Source: an optimization exercise on an open RTL-to-GDS flow (aim: small area and a short achievable clock period). Production flows keep margins and buffers that such runs may drop.
RTL that was checked went through simulation tests only; none was proved equivalent to the original.
Power figures rest on the tool's default switching activity, not on a simulated workload.

==> inputs of v9 <==
==> flow/design.v <==
package switch_pkg;
    localparam int NUM_PORTS = 4;            
    typedef logic [7:0] byte_t;              
    typedef logic [1:0] port_idx_t;          
    typedef struct packed {
        logic      cyc;                      
        logic      stb;                      
        logic      we;                       
        port_idx_t adr;                      
        byte_t     dat;                      
    } wb_req_t;
    typedef struct packed {
        logic  ack;                          
        byte_t dat;                          
    } wb_rsp_t;
    typedef struct packed {
        logic  eop;
        byte_t data;
    } fifo_entry_t;
    typedef struct packed {
        logic  valid;                        
        logic  last;                         
        byte_t data;
    } port_out_t;
    typedef enum logic {RT_IDLE, RT_PAYLOAD} router_state_e;
    typedef enum logic [1:0] {EG_IDLE, EG_SEND, EG_GAP} egress_state_e;
endpackage
module packet_switch
#(
    parameter int FIFO_DEPTH = 32,
    parameter int MAX_PKT    = 16,
    parameter int GAP_CYCLES = 4
) (
    input  logic                  clk,
    input  logic                  reset_b,
    input  logic                  i_wb_cyc,
    input  logic                  i_wb_stb,
    input  logic                  i_wb_we,
    input  logic [1:0]            i_wb_adr,
    input  logic [7:0]            i_wb_dat,
    output logic                  o_wb_ack,
    output logic [7:0]            o_wb_dat,
    input  logic                  i_valid,
    input  logic [7:0]            i_data,
    output logic                  o_stall,
    output logic [switch_pkg::NUM_PORTS-1:0]  o_port_valid,
    output logic [switch_pkg::NUM_PORTS-1:0]  o_port_last,
    output logic [switch_pkg::NUM_PORTS*8-1:0] o_port_data,
    input  logic [switch_pkg::NUM_PORTS-1:0]  i_read
);
    localparam int NP = switch_pkg::NUM_PORTS;
    localparam int RD = 15;                  
    localparam int GW = $clog2(GAP_CYCLES + 1);
    function automatic logic [3:0] inc15(input logic [3:0] x);
        if (x == 4'(RD - 1)) inc15 = 4'd0;
        else                 inc15 = x + 4'd1;
    endfunction
    function automatic logic [RD-1:0] dec15(input logic [3:0] x);
        dec15 = '0;
        for (int i = 0; i < RD; i++) dec15[i] = (x == 4'(i));
    endfunction
    function automatic logic [RD-1:0] rot(input logic [RD-1:0] x);
        rot = {x[RD-2:0], x[RD-1]};
    endfunction
    function automatic logic [8:0] rd_word(input logic [RD-1:0] sel,
                                           input logic [RD*9-1:0] words);
        rd_word = '0;
        for (int i = 0; i < RD; i++) begin
            rd_word = rd_word | ({9{sel[i]}} & words[9*i +: 9]);
        end
    endfunction
    logic       req;
    logic       ack_q;
    logic [7:0] addr_q [NP];
    logic [7:0] rdat_q;                      
    assign req = i_wb_cyc && i_wb_stb;
    always_ff @(posedge clk or negedge reset_b) begin
        if (!reset_b) ack_q <= 1'b0;
        else          ack_q <= req && !ack_q;
    end
    always_ff @(posedge clk or negedge reset_b) begin
        if (!reset_b) begin
            for (int k = 0; k < NP; k++) addr_q[k] <= 8'(k);
        end else if (ack_q && req && i_wb_we) begin
            addr_q[i_wb_adr] <= i_wb_dat;
        end
    end
    always_ff @(posedge clk) rdat_q <= addr_q[i_wb_adr];
    assign o_wb_ack = ack_q;
    assign o_wb_dat = rdat_q;
    logic          rt_pay_q;                 
    logic          hit_q;
    logic [NP-1:0] tgt_q;                    
    logic          pend_q;                   
    logic [NP-1:0] wr_q;                     
    logic [7:0]    data_q;
    logic          match_hit;
    logic [NP-1:0] match_oh;
    always_comb begin
        match_hit = 1'b0;
        match_oh  = '0;
        for (int k = NP - 1; k >= 0; k--) begin
            if (i_data == addr_q[k]) begin
                match_hit = 1'b1;
                match_oh  = NP'(1) << k;
            end
        end
        if (!match_hit) match_oh = NP'(1);   
    end
    always_ff @(posedge clk or negedge reset_b) begin
        if (!reset_b) begin
            rt_pay_q <= 1'b0;
            hit_q    <= 1'b0;
            tgt_q    <= NP'(1);
            pend_q   <= 1'b0;
            wr_q     <= '0;
        end else begin
            pend_q <= rt_pay_q && i_valid && hit_q;
            wr_q   <= {NP{rt_pay_q && i_valid && hit_q}} & tgt_q;
            if (!rt_pay_q) begin
                if (i_valid) begin
                    rt_pay_q <= 1'b1;
                    hit_q    <= match_hit;
                    tgt_q    <= match_oh;
                end
            end else if (!i_valid) begin
                rt_pay_q <= 1'b0;
            end
        end
    end
    always_ff @(posedge clk) data_q <= i_data;
    logic [8:0] in_word;                     
    assign in_word = {!i_valid, data_q};
    logic [RD*9-1:0] ovf_mem;
    logic [3:0]      ovf_wp_q;
    logic [RD-1:0]   ovf_wsel, ovf_rp_q;
    logic       ovf_empty_q;                 
    logic       ovf_one;                     
    logic [8:0] ovf_head_q;
    logic       ovf_hv_q;                    
    logic       ovf_empty;
    logic [NP-1:0] rfull, valid;
    logic          t_full, t_pop;
    assign t_full = |(rfull & tgt_q);
    assign t_pop  = |(valid & i_read & tgt_q);
    assign ovf_empty = ovf_empty_q;
    assign ovf_wsel  = dec15(ovf_wp_q);
    assign ovf_one   = |(ovf_wsel & rot(ovf_rp_q));
    logic ovf_we1, ovf_we0, ovf_re1, ovf_hv1, ovf_hv0, ovf_we, ovf_re;
    assign ovf_we1 = ovf_hv_q && pend_q && !ovf_empty;
    assign ovf_we0 = ovf_hv_q && pend_q;
    assign ovf_re1 = ovf_hv_q && !ovf_empty;
    assign ovf_hv1 = ovf_hv_q && (!ovf_empty || pend_q);
    assign ovf_hv0 = ovf_hv_q || (pend_q && t_full);
    assign ovf_we  = t_pop ? ovf_we1 : ovf_we0;
    assign ovf_re  = t_pop && ovf_re1;
    always_ff @(posedge clk) begin
        for (int i = 0; i < RD; i++) begin
            if (ovf_we && ovf_wsel[i]) ovf_mem[9*i +: 9] <= in_word;
        end
    end
    always_ff @(posedge clk) begin
        if (t_pop || !ovf_hv_q) ovf_head_q <= ovf_empty ? in_word : rd_word(ovf_rp_q, ovf_mem);
    end
    always_ff @(posedge clk or negedge reset_b) begin
        if (!reset_b) begin
            ovf_wp_q  <= '0;
            ovf_rp_q  <= RD'(1);
            ovf_empty_q <= 1'b1;
            ovf_hv_q  <= 1'b0;
        end else begin
            if (ovf_we) ovf_wp_q <= inc15(ovf_wp_q);
            if (ovf_re) ovf_rp_q <= rot(ovf_rp_q);
            ovf_empty_q <= t_pop ? (ovf_empty || (!pend_q && ovf_one))
                                 : (ovf_empty && !(ovf_hv_q && pend_q));
            ovf_hv_q  <= t_pop ? ovf_hv1 : ovf_hv0;
        end
    end
    assign o_stall = ovf_hv_q;
    for (genvar p = 0; p < NP; p++) begin : g_lane
        logic [RD*9-1:0] mem;
        logic [3:0]    wp_q;
        logic [RD-1:0] wsel, rp_q;
        logic          rempty_q, rfull_q;    
        logic          r_one, r_alm;         
        logic [8:0]    head_q;               
        logic          hv_q;                 
        logic          valid_q;              
        logic [GW-1:0] gap_q;                
        logic          rempty, mig, wr, pop, rwe, rre;
        logic [8:0]    ring_word;
        assign rempty   = rempty_q;
        assign rfull[p] = rfull_q;
        assign wsel     = dec15(wp_q);
        assign r_one    = |(wsel & rot(rp_q));
        assign r_alm    = |(rot(wsel) & rp_q);
        assign valid[p] = valid_q;
        assign pop      = valid_q && i_read[p];
        assign mig = tgt_q[p] && ovf_hv_q;   
        assign wr  = wr_q[p];                
        logic rwe1, rwe0, hv1, hv0, val1, val0;
        logic [GW-1:0] gap1, gap0;
        assign rwe1 = mig || (wr && !rempty);
        assign rwe0 = !mig && wr && hv_q && !rfull[p];
        assign rwe  = pop ? rwe1 : rwe0;
        assign rre  = pop && !rempty;
        assign hv1  = !rempty || wr;
        assign hv0  = hv_q || wr;
        assign gap1 = head_q[8] ? GW'(GAP_CYCLES) : '0;    
        assign gap0 = (gap_q != '0) ? gap_q - 1'b1 : gap_q;
        assign val1 = hv1 && !head_q[8];
        assign val0 = hv0 && (gap0 == '0);
        assign ring_word = mig ? ovf_head_q : in_word;
        always_ff @(posedge clk) begin
            for (int i = 0; i < RD; i++) begin
                if (rwe && wsel[i]) mem[9*i +: 9] <= ring_word;
            end
        end
        always_ff @(posedge clk) begin
            if (pop || !hv_q) head_q <= rempty ? in_word : rd_word(rp_q, mem);
        end
        always_ff @(posedge clk or negedge reset_b) begin
            if (!reset_b) begin
                wp_q    <= '0;
                rp_q    <= RD'(1);
                rempty_q <= 1'b1;
                rfull_q  <= 1'b0;
                hv_q    <= 1'b0;
                valid_q <= 1'b0;
                gap_q   <= '0;
            end else begin
                if (rwe) wp_q <= inc15(wp_q);
                if (rre) rp_q <= rot(rp_q);
                rempty_q <= pop ? (rempty || (!rwe1 && r_one))
                                : (rempty && !rwe0);
                rfull_q  <= pop ? (rfull_q && rwe1)
                                : (rfull_q || (rwe0 && r_alm));
                hv_q    <= pop ? hv1  : hv0;
                valid_q <= pop ? val1 : val0;
                gap_q   <= pop ? gap1 : gap0;
            end
        end
        assign o_port_valid[p]       = valid_q;
        assign o_port_last[p]        = head_q[8];
        assign o_port_data[8*p +: 8] = head_q[7:0];
    end
endmodule
==> flow/run.sh <==
#!/bin/bash
# synth_recipe.tcl (not shown) runs the flow's synth.tcl, then flattens the netlist and writes it again
# the make line also repeats each setting of config.mk as NAME=value (left out here)
make -C /OpenROAD-flow-scripts/flow DESIGN_CONFIG=/design/flow/config.mk WORK_HOME=/design/flow/orfs CLKGATE_MAP_FILE= SYNTH_SCRIPT=/design/flow/synth_recipe.tcl finish
==> flow/config.mk <==
export PLATFORM = sky130hd
export DESIGN_NAME = packet_switch
export DESIGN_NICKNAME = packet_switch
export VERILOG_FILES = /design/flow/design.v
export SDC_FILE = /design/flow/constraint.sdc
export NUM_CORES = 4
export LEC_CHECK = 0
export CAP_MARGIN = 20
export CORE_MARGIN = 2
export CORE_UTILIZATION = 40
export SETUP_SLACK_MARGIN = 2.3
export SLEW_MARGIN = 20
==> flow/constraint.sdc <==
create_clock -name core_clock -period 4.4 [get_ports {clk}]
set_input_delay 0.8800 -clock core_clock [delete_from_list [all_inputs] [get_ports {clk}]]
set_output_delay 0.8800 -clock core_clock [all_outputs]
set_load 0.01 [all_outputs]
==> v37 (differences from v9) <==
==> flow/design.v, changed modules only <==
module packet_switch
#(
    parameter int FIFO_DEPTH = 32,
    parameter int MAX_PKT    = 16,
    parameter int GAP_CYCLES = 4
) (
    input  logic                  clk,
    input  logic                  reset_b,
    input  logic                  i_wb_cyc,
    input  logic                  i_wb_stb,
    input  logic                  i_wb_we,
    input  logic [1:0]            i_wb_adr,
    input  logic [7:0]            i_wb_dat,
    output logic                  o_wb_ack,
    output logic [7:0]            o_wb_dat,
    input  logic                  i_valid,
    input  logic [7:0]            i_data,
    output logic                  o_stall,
    output logic [switch_pkg::NUM_PORTS-1:0]  o_port_valid,
    output logic [switch_pkg::NUM_PORTS-1:0]  o_port_last,
    output logic [switch_pkg::NUM_PORTS*8-1:0] o_port_data,
    input  logic [switch_pkg::NUM_PORTS-1:0]  i_read
);
    localparam int NP = switch_pkg::NUM_PORTS;
    localparam int RD = 15;                  
    localparam int GW = $clog2(GAP_CYCLES + 1);
    function automatic logic [RD-1:0] rot(input logic [RD-1:0] x);
        rot = {x[RD-2:0], x[RD-1]};
    endfunction
    function automatic logic [8:0] rd_word(input logic [RD-1:0] sel,
                                           input logic [RD*9-1:0] words);
        rd_word = '0;
        for (int i = 0; i < RD; i++) begin
            rd_word = rd_word | ({9{sel[i]}} & words[9*i +: 9]);
        end
    endfunction
    logic       req;
    logic       ack_q;
    logic [7:0] addr_q [NP];
    logic [7:0] rdat_q;                      
    assign req = i_wb_cyc && i_wb_stb;
    always_ff @(posedge clk or negedge reset_b) begin
        if (!reset_b) ack_q <= 1'b0;
        else          ack_q <= req && !ack_q;
    end
    always_ff @(posedge clk or negedge reset_b) begin
        if (!reset_b) begin
            for (int k = 0; k < NP; k++) addr_q[k] <= 8'(k);
        end else if (ack_q && req && i_wb_we) begin
            addr_q[i_wb_adr] <= i_wb_dat;
        end
    end
    always_ff @(posedge clk) rdat_q <= addr_q[i_wb_adr];
    assign o_wb_ack = ack_q;
    assign o_wb_dat = rdat_q;
    logic          rt_pay_q;                 
    logic          hit_q;
    logic [NP-1:0] tgt_q;                    
    logic          pend_q;                   
    logic [NP-1:0] wr_q;                     
    logic [7:0]    data_q;
    logic          match_hit;
    logic [NP-1:0] match_oh;
    always_comb begin
        match_hit = 1'b0;
        match_oh  = '0;
        for (int k = NP - 1; k >= 0; k--) begin
            if (i_data == addr_q[k]) begin
                match_hit = 1'b1;
                match_oh  = NP'(1) << k;
            end
        end
        if (!match_hit) match_oh = NP'(1);   
    end
    always_ff @(posedge clk or negedge reset_b) begin
        if (!reset_b) begin
            rt_pay_q <= 1'b0;
            hit_q    <= 1'b0;
            tgt_q    <= NP'(1);
            pend_q   <= 1'b0;
            wr_q     <= '0;
        end else begin
            pend_q <= rt_pay_q && i_valid && hit_q;
            wr_q   <= {NP{rt_pay_q && i_valid && hit_q}} & tgt_q;
            if (!rt_pay_q) begin
                if (i_valid) begin
                    rt_pay_q <= 1'b1;
                    hit_q    <= match_hit;
                    tgt_q    <= match_oh;
                end
            end else if (!i_valid) begin
                rt_pay_q <= 1'b0;
            end
        end
    end
    always_ff @(posedge clk) data_q <= i_data;
    logic [8:0] in_word;                     
    assign in_word = {!i_valid, data_q};
    logic [RD*9-1:0] ovf_mem;
    logic [RD-1:0]   ovf_wp_q, ovf_rp_q;
    logic       ovf_empty_q;                 
    logic       ovf_one;                     
    logic [8:0] ovf_head_q;
    logic       ovf_hv_q;                    
    logic       ovf_empty;
    logic [NP-1:0] rfull, valid;
    logic          t_full, t_pop;
    assign t_full = |(rfull & tgt_q);
    assign t_pop  = |(valid & i_read & tgt_q);
    assign ovf_empty = ovf_empty_q;
    assign ovf_one   = |(ovf_wp_q & rot(ovf_rp_q));
    logic ovf_we1, ovf_we0, ovf_re1, ovf_hv1, ovf_hv0, ovf_we, ovf_re;
    assign ovf_we1 = ovf_hv_q && pend_q && !ovf_empty;
    assign ovf_we0 = ovf_hv_q && pend_q;
    assign ovf_re1 = ovf_hv_q && !ovf_empty;
    assign ovf_hv1 = ovf_hv_q && (!ovf_empty || pend_q);
    assign ovf_hv0 = ovf_hv_q || (pend_q && t_full);
    assign ovf_we  = t_pop ? ovf_we1 : ovf_we0;
    assign ovf_re  = t_pop && ovf_re1;
    always_ff @(posedge clk) begin
        for (int i = 0; i < RD; i++) begin
            if (ovf_we && ovf_wp_q[i]) ovf_mem[9*i +: 9] <= in_word;
        end
    end
    always_ff @(posedge clk) begin
        if (t_pop || !ovf_hv_q) ovf_head_q <= ovf_empty ? in_word : rd_word(ovf_rp_q, ovf_mem);
    end
    always_ff @(posedge clk or negedge reset_b) begin
        if (!reset_b) begin
            ovf_wp_q  <= RD'(1);
            ovf_rp_q  <= RD'(1);
            ovf_empty_q <= 1'b1;
            ovf_hv_q  <= 1'b0;
        end else begin
            if (ovf_we) ovf_wp_q <= rot(ovf_wp_q);
            if (ovf_re) ovf_rp_q <= rot(ovf_rp_q);
            ovf_empty_q <= t_pop ? (ovf_empty || (!pend_q && ovf_one))
                                 : (ovf_empty && !(ovf_hv_q && pend_q));
            ovf_hv_q  <= t_pop ? ovf_hv1 : ovf_hv0;
        end
    end
    assign o_stall = ovf_hv_q;
    for (genvar p = 0; p < NP; p++) begin : g_lane
        logic [RD*9-1:0] mem;
        logic [RD-1:0] wp_q, rp_q;
        logic          rempty_q, rfull_q;    
        logic          r_one, r_alm;         
        logic [8:0]    head_q;               
        logic          hv_q;                 
        logic          valid_q;              
        logic [GW-1:0] gap_q;                
        logic          rempty, mig, wr, pop, rwe, rre;
        logic [8:0]    ring_word;
        assign rempty   = rempty_q;
        assign rfull[p] = rfull_q;
        assign r_one    = |(wp_q & rot(rp_q));
        assign r_alm    = |(rot(wp_q) & rp_q);
        assign valid[p] = valid_q;
        assign pop      = valid_q && i_read[p];
        assign mig = tgt_q[p] && ovf_hv_q;   
        assign wr  = wr_q[p];                
        logic rwe1, rwe0, hv1, hv0, val1, val0;
        logic [GW-1:0] gap1, gap0;
        assign rwe1 = mig || (wr && !rempty);
        assign rwe0 = !mig && wr && hv_q && !rfull[p];
        assign rwe  = pop ? rwe1 : rwe0;
        assign rre  = pop && !rempty;
        assign hv1  = !rempty || wr;
        assign hv0  = hv_q || wr;
        assign gap1 = head_q[8] ? GW'(GAP_CYCLES) : '0;    
        assign gap0 = (gap_q != '0) ? gap_q - 1'b1 : gap_q;
        assign val1 = hv1 && !head_q[8];
        assign val0 = hv0 && (gap0 == '0);
        assign ring_word = mig ? ovf_head_q : in_word;
        always_ff @(posedge clk) begin
            for (int i = 0; i < RD; i++) begin
                if (rwe && wp_q[i]) mem[9*i +: 9] <= ring_word;
            end
        end
        always_ff @(posedge clk) begin
            if (pop || !hv_q) head_q <= rempty ? in_word : rd_word(rp_q, mem);
        end
        always_ff @(posedge clk or negedge reset_b) begin
            if (!reset_b) begin
                wp_q    <= RD'(1);
                rp_q    <= RD'(1);
                rempty_q <= 1'b1;
                rfull_q  <= 1'b0;
                hv_q    <= 1'b0;
                valid_q <= 1'b0;
                gap_q   <= '0;
            end else begin
                if (rwe) wp_q <= rot(wp_q);
                if (rre) rp_q <= rot(rp_q);
                rempty_q <= pop ? (rempty || (!rwe1 && r_one))
                                : (rempty && !rwe0);
                rfull_q  <= pop ? (rfull_q && rwe1)
                                : (rfull_q || (rwe0 && r_alm));
                hv_q    <= pop ? hv1  : hv0;
                valid_q <= pop ? val1 : val0;
                gap_q   <= pop ? gap1 : gap0;
            end
        end
        assign o_port_valid[p]       = valid_q;
        assign o_port_last[p]        = head_q[8];
        assign o_port_data[8*p +: 8] = head_q[7:0];
    end
endmodule
--- a/flow/config.mk
+++ b/flow/config.mk
@@ -8,5 +8,7 @@
 export CAP_MARGIN = 20
 export CORE_MARGIN = 2
 export CORE_UTILIZATION = 40
+export CTS_CLUSTER_DIAMETER = 100
+export CTS_CLUSTER_SIZE = 30
 export SETUP_SLACK_MARGIN = 2.3
 export SLEW_MARGIN = 20
==> v39 (differences from v9) <==
==> flow/design.v, changed modules only <==
module packet_switch
#(
    parameter int FIFO_DEPTH = 32,
    parameter int MAX_PKT    = 16,
    parameter int GAP_CYCLES = 4
) (
    input  logic                  clk,
    input  logic                  reset_b,
    input  logic                  i_wb_cyc,
    input  logic                  i_wb_stb,
    input  logic                  i_wb_we,
    input  logic [1:0]            i_wb_adr,
    input  logic [7:0]            i_wb_dat,
    output logic                  o_wb_ack,
    output logic [7:0]            o_wb_dat,
    input  logic                  i_valid,
    input  logic [7:0]            i_data,
    output logic                  o_stall,
    output logic [switch_pkg::NUM_PORTS-1:0]  o_port_valid,
    output logic [switch_pkg::NUM_PORTS-1:0]  o_port_last,
    output logic [switch_pkg::NUM_PORTS*8-1:0] o_port_data,
    input  logic [switch_pkg::NUM_PORTS-1:0]  i_read
);
    localparam int NP = switch_pkg::NUM_PORTS;
    localparam int RD = 15;                  
    localparam int GW = $clog2(GAP_CYCLES + 1);
    function automatic logic [RD-1:0] rot(input logic [RD-1:0] x);
        rot = {x[RD-2:0], x[RD-1]};
    endfunction
    function automatic logic [8:0] rd_word(input logic [RD-1:0] sel,
                                           input logic [RD*9-1:0] words);
        rd_word = '0;
        for (int i = 0; i < RD; i++) begin
            rd_word = rd_word | ({9{sel[i]}} & words[9*i +: 9]);
        end
    endfunction
    logic       req;
    logic       ack_q;
    logic [7:0] addr_q [NP];
    logic [7:0] rdat_q;                      
    assign req = i_wb_cyc && i_wb_stb;
    always_ff @(posedge clk or negedge reset_b) begin
        if (!reset_b) ack_q <= 1'b0;
        else          ack_q <= req && !ack_q;
    end
    always_ff @(posedge clk or negedge reset_b) begin
        if (!reset_b) begin
            for (int k = 0; k < NP; k++) addr_q[k] <= 8'(k);
        end else if (ack_q && req && i_wb_we) begin
            addr_q[i_wb_adr] <= i_wb_dat;
        end
    end
    always_ff @(posedge clk) rdat_q <= addr_q[i_wb_adr];
    assign o_wb_ack = ack_q;
    assign o_wb_dat = rdat_q;
    logic          rt_pay_q;                 
    logic          hit_q;
    logic [NP-1:0] tgt_q;                    
    logic          pend_q;                   
    logic [NP-1:0] wr_q;                     
    logic [7:0]    data_q;
    logic          match_hit;
    logic [NP-1:0] match_oh;
    always_comb begin
        match_hit = 1'b0;
        match_oh  = '0;
        for (int k = NP - 1; k >= 0; k--) begin
            if (i_data == addr_q[k]) begin
                match_hit = 1'b1;
                match_oh  = NP'(1) << k;
            end
        end
        if (!match_hit) match_oh = NP'(1);   
    end
    always_ff @(posedge clk or negedge reset_b) begin
        if (!reset_b) begin
            rt_pay_q <= 1'b0;
            hit_q    <= 1'b0;
            tgt_q    <= NP'(1);
            pend_q   <= 1'b0;
            wr_q     <= '0;
        end else begin
            pend_q <= rt_pay_q && i_valid && hit_q;
            wr_q   <= {NP{rt_pay_q && i_valid && hit_q}} & tgt_q;
            if (!rt_pay_q) begin
                if (i_valid) begin
                    rt_pay_q <= 1'b1;
                    hit_q    <= match_hit;
                    tgt_q    <= match_oh;
                end
            end else if (!i_valid) begin
                rt_pay_q <= 1'b0;
            end
        end
    end
    always_ff @(posedge clk) data_q <= i_data;
    logic [8:0] in_word;                     
    assign in_word = {!i_valid, data_q};
    logic [RD*9-1:0] ovf_mem;
    logic [RD-1:0]   ovf_wp_q, ovf_rp_q;
    logic       ovf_empty_q;                 
    logic       ovf_one;                     
    logic [8:0] ovf_head_q;
    logic       ovf_hv_q;                    
    logic       ovf_empty;
    logic [NP-1:0] rfull, valid;
    logic          t_full, t_pop;
    assign t_full = |(rfull & tgt_q);
    assign t_pop  = |(valid & i_read & tgt_q);
    assign ovf_empty = ovf_empty_q;
    assign ovf_one   = |(ovf_wp_q & rot(ovf_rp_q));
    logic ovf_we1, ovf_we0, ovf_re1, ovf_hv1, ovf_hv0, ovf_we, ovf_re;
    assign ovf_we1 = ovf_hv_q && pend_q && !ovf_empty;
    assign ovf_we0 = ovf_hv_q && pend_q;
    assign ovf_re1 = ovf_hv_q && !ovf_empty;
    assign ovf_hv1 = ovf_hv_q && (!ovf_empty || pend_q);
    assign ovf_hv0 = ovf_hv_q || (pend_q && t_full);
    assign ovf_we  = t_pop ? ovf_we1 : ovf_we0;
    assign ovf_re  = t_pop && ovf_re1;
    always_ff @(posedge clk) begin
        for (int i = 0; i < RD; i++) begin
            if (ovf_we && ovf_wp_q[i]) ovf_mem[9*i +: 9] <= in_word;
        end
    end
    always_ff @(posedge clk) begin
        if (t_pop || !ovf_hv_q) ovf_head_q <= ovf_empty ? in_word : rd_word(ovf_rp_q, ovf_mem);
    end
    always_ff @(posedge clk or negedge reset_b) begin
        if (!reset_b) begin
            ovf_wp_q  <= RD'(1);
            ovf_rp_q  <= RD'(1);
            ovf_empty_q <= 1'b1;
            ovf_hv_q  <= 1'b0;
        end else begin
            if (ovf_we) ovf_wp_q <= rot(ovf_wp_q);
            if (ovf_re) ovf_rp_q <= rot(ovf_rp_q);
            ovf_empty_q <= t_pop ? (ovf_empty || (!pend_q && ovf_one))
                                 : (ovf_empty && !(ovf_hv_q && pend_q));
            ovf_hv_q  <= t_pop ? ovf_hv1 : ovf_hv0;
        end
    end
    assign o_stall = ovf_hv_q;
    for (genvar p = 0; p < NP; p++) begin : g_lane
        logic [RD*9-1:0] mem;
        logic [RD-1:0] wp_q, rp_q;
        logic          rempty_q, rfull_q;    
        logic          r_one, r_alm;         
        logic [8:0]    head_q;               
        logic          hv_q;                 
        logic          valid_q;              
        logic [GW-1:0] gap_q;                
        logic          rempty, mig, wr, pop, rwe, rre;
        logic [8:0]    ring_word;
        assign rempty   = rempty_q;
        assign rfull[p] = rfull_q;
        assign r_one    = |(wp_q & rot(rp_q));
        assign r_alm    = |(rot(wp_q) & rp_q);
        assign valid[p] = valid_q;
        assign pop      = valid_q && i_read[p];
        assign mig = tgt_q[p] && ovf_hv_q;   
        assign wr  = wr_q[p];                
        logic rwe1, rwe0, hv1, hv0, val1, val0;
        logic [GW-1:0] gap1, gap0;
        assign rwe1 = mig || (wr && !rempty);
        assign rwe0 = !mig && wr && hv_q && !rfull[p];
        assign rwe  = pop ? rwe1 : rwe0;
        assign rre  = pop && !rempty;
        assign hv1  = !rempty || wr;
        assign hv0  = hv_q || wr;
        assign gap1 = head_q[8] ? GW'(GAP_CYCLES) : '0;    
        assign gap0 = (gap_q != '0) ? gap_q - 1'b1 : gap_q;
        assign val1 = hv1 && !head_q[8];
        assign val0 = hv0 && (gap0 == '0);
        assign ring_word = mig ? ovf_head_q : in_word;
        always_ff @(posedge clk) begin
            for (int i = 0; i < RD; i++) begin
                if (rwe && wp_q[i]) mem[9*i +: 9] <= ring_word;
            end
        end
        always_ff @(posedge clk) begin
            if (pop || !hv_q) head_q <= rempty ? in_word : rd_word(rp_q, mem);
        end
        always_ff @(posedge clk or negedge reset_b) begin
            if (!reset_b) begin
                wp_q    <= RD'(1);
                rp_q    <= RD'(1);
                rempty_q <= 1'b1;
                rfull_q  <= 1'b0;
                hv_q    <= 1'b0;
                valid_q <= 1'b0;
                gap_q   <= '0;
            end else begin
                if (rwe) wp_q <= rot(wp_q);
                if (rre) rp_q <= rot(rp_q);
                rempty_q <= pop ? (rempty || (!rwe1 && r_one))
                                : (rempty && !rwe0);
                rfull_q  <= pop ? (rfull_q && rwe1)
                                : (rfull_q || (rwe0 && r_alm));
                hv_q    <= pop ? hv1  : hv0;
                valid_q <= pop ? val1 : val0;
                gap_q   <= pop ? gap1 : gap0;
            end
        end
        assign o_port_valid[p]       = valid_q;
        assign o_port_last[p]        = head_q[8];
        assign o_port_data[8*p +: 8] = head_q[7:0];
    end
endmodule
--- a/flow/config.mk
+++ b/flow/config.mk
@@ -7,6 +7,9 @@
 export LEC_CHECK = 0
 export CAP_MARGIN = 20
 export CORE_MARGIN = 2
-export CORE_UTILIZATION = 40
+export CORE_UTILIZATION = 65
+export CTS_CLUSTER_DIAMETER = 100
+export CTS_CLUSTER_SIZE = 25
+export PLACE_DENSITY = 0.8
 export SETUP_SLACK_MARGIN = 2.3
 export SLEW_MARGIN = 20
==> results.txt <==
status=timing/DRC/antenna clean; layout cells sized above 1=between 20 and 30%; Non-Filler Cell Area, Final=~0.045 mm^2; Max-slew headroom=~40%; switching part of the total=slightly below 30%; DR vias=about 23000; Clock Network Area Fraction=6.90%; CP top delay family=buffers and inverters
-- figures above: v9

==> results.txt <==
status=timing/DRC/antenna clean; Max-slew headroom=between 30 and 40%; DR vias=22500; CP top delay family=flip-flops; Clock Network Area Fraction=3.15%
-- figures above: v39

==> results.txt <==
Comb power=between 1.5 and 2 mW; Clock Network Area Fraction=2.92%; setup bufs post-CTS=29; xor-xnor portion of the synthesized cell area=less than 1%; layout cells sized above 1=about 25%; Worst-Margin Slew=between 0.8 and 0.9 ns; CP top delay family=flip-flops; DR vias=around 22000; status=timing/DRC/antenna clean; Non-Filler Cell Area, Final=0.0417 mm^2; switching part of the total=23.4%
-- figures above: v37

Only the layout flow was run in v9; the RTL was not checked for function there.

==> what the ideal ports hide <==
Ports are ideal in the flow. The routed layouts listed here were re-timed in OpenROAD.
Step 1 assumes that a clkbuf_16 drives the clock port and a buf_2 every other input.
Step 2 moves the port delays by t, midway between the first and last clock arrival at a register: inputs arrive t later, outputs are due t later. That takes back most of the time a late clock gives input paths.
Slacks: no drivers / after step 1 / after step 2; pairs: no drivers / after step 1.
| run | t, ns | slack for setup (ns) | hold slack, ns | worst data-port slew with drivers (ns) |
|---|---|---|---|---|
| v9 | 0.710 | 2.075 / 2.075 / 1.367 | 0.268 / 0.247 / 0.478 | 0.12 |
| v37 | 0.661 | 2.209 / 2.150 / 1.617 | 0.216 / 0.244 / 0.476 | 0.23 |
| v39 | 0.681 | 2.160 / 2.101 / 1.638 | 0.260 / 0.255 / 0.473 | 0.07 |
After both steps setup and hold are still met in every run listed. The setup slack of v9, which loses most, moves by 0.000 ns with the drivers and by -0.708 ns with both steps.
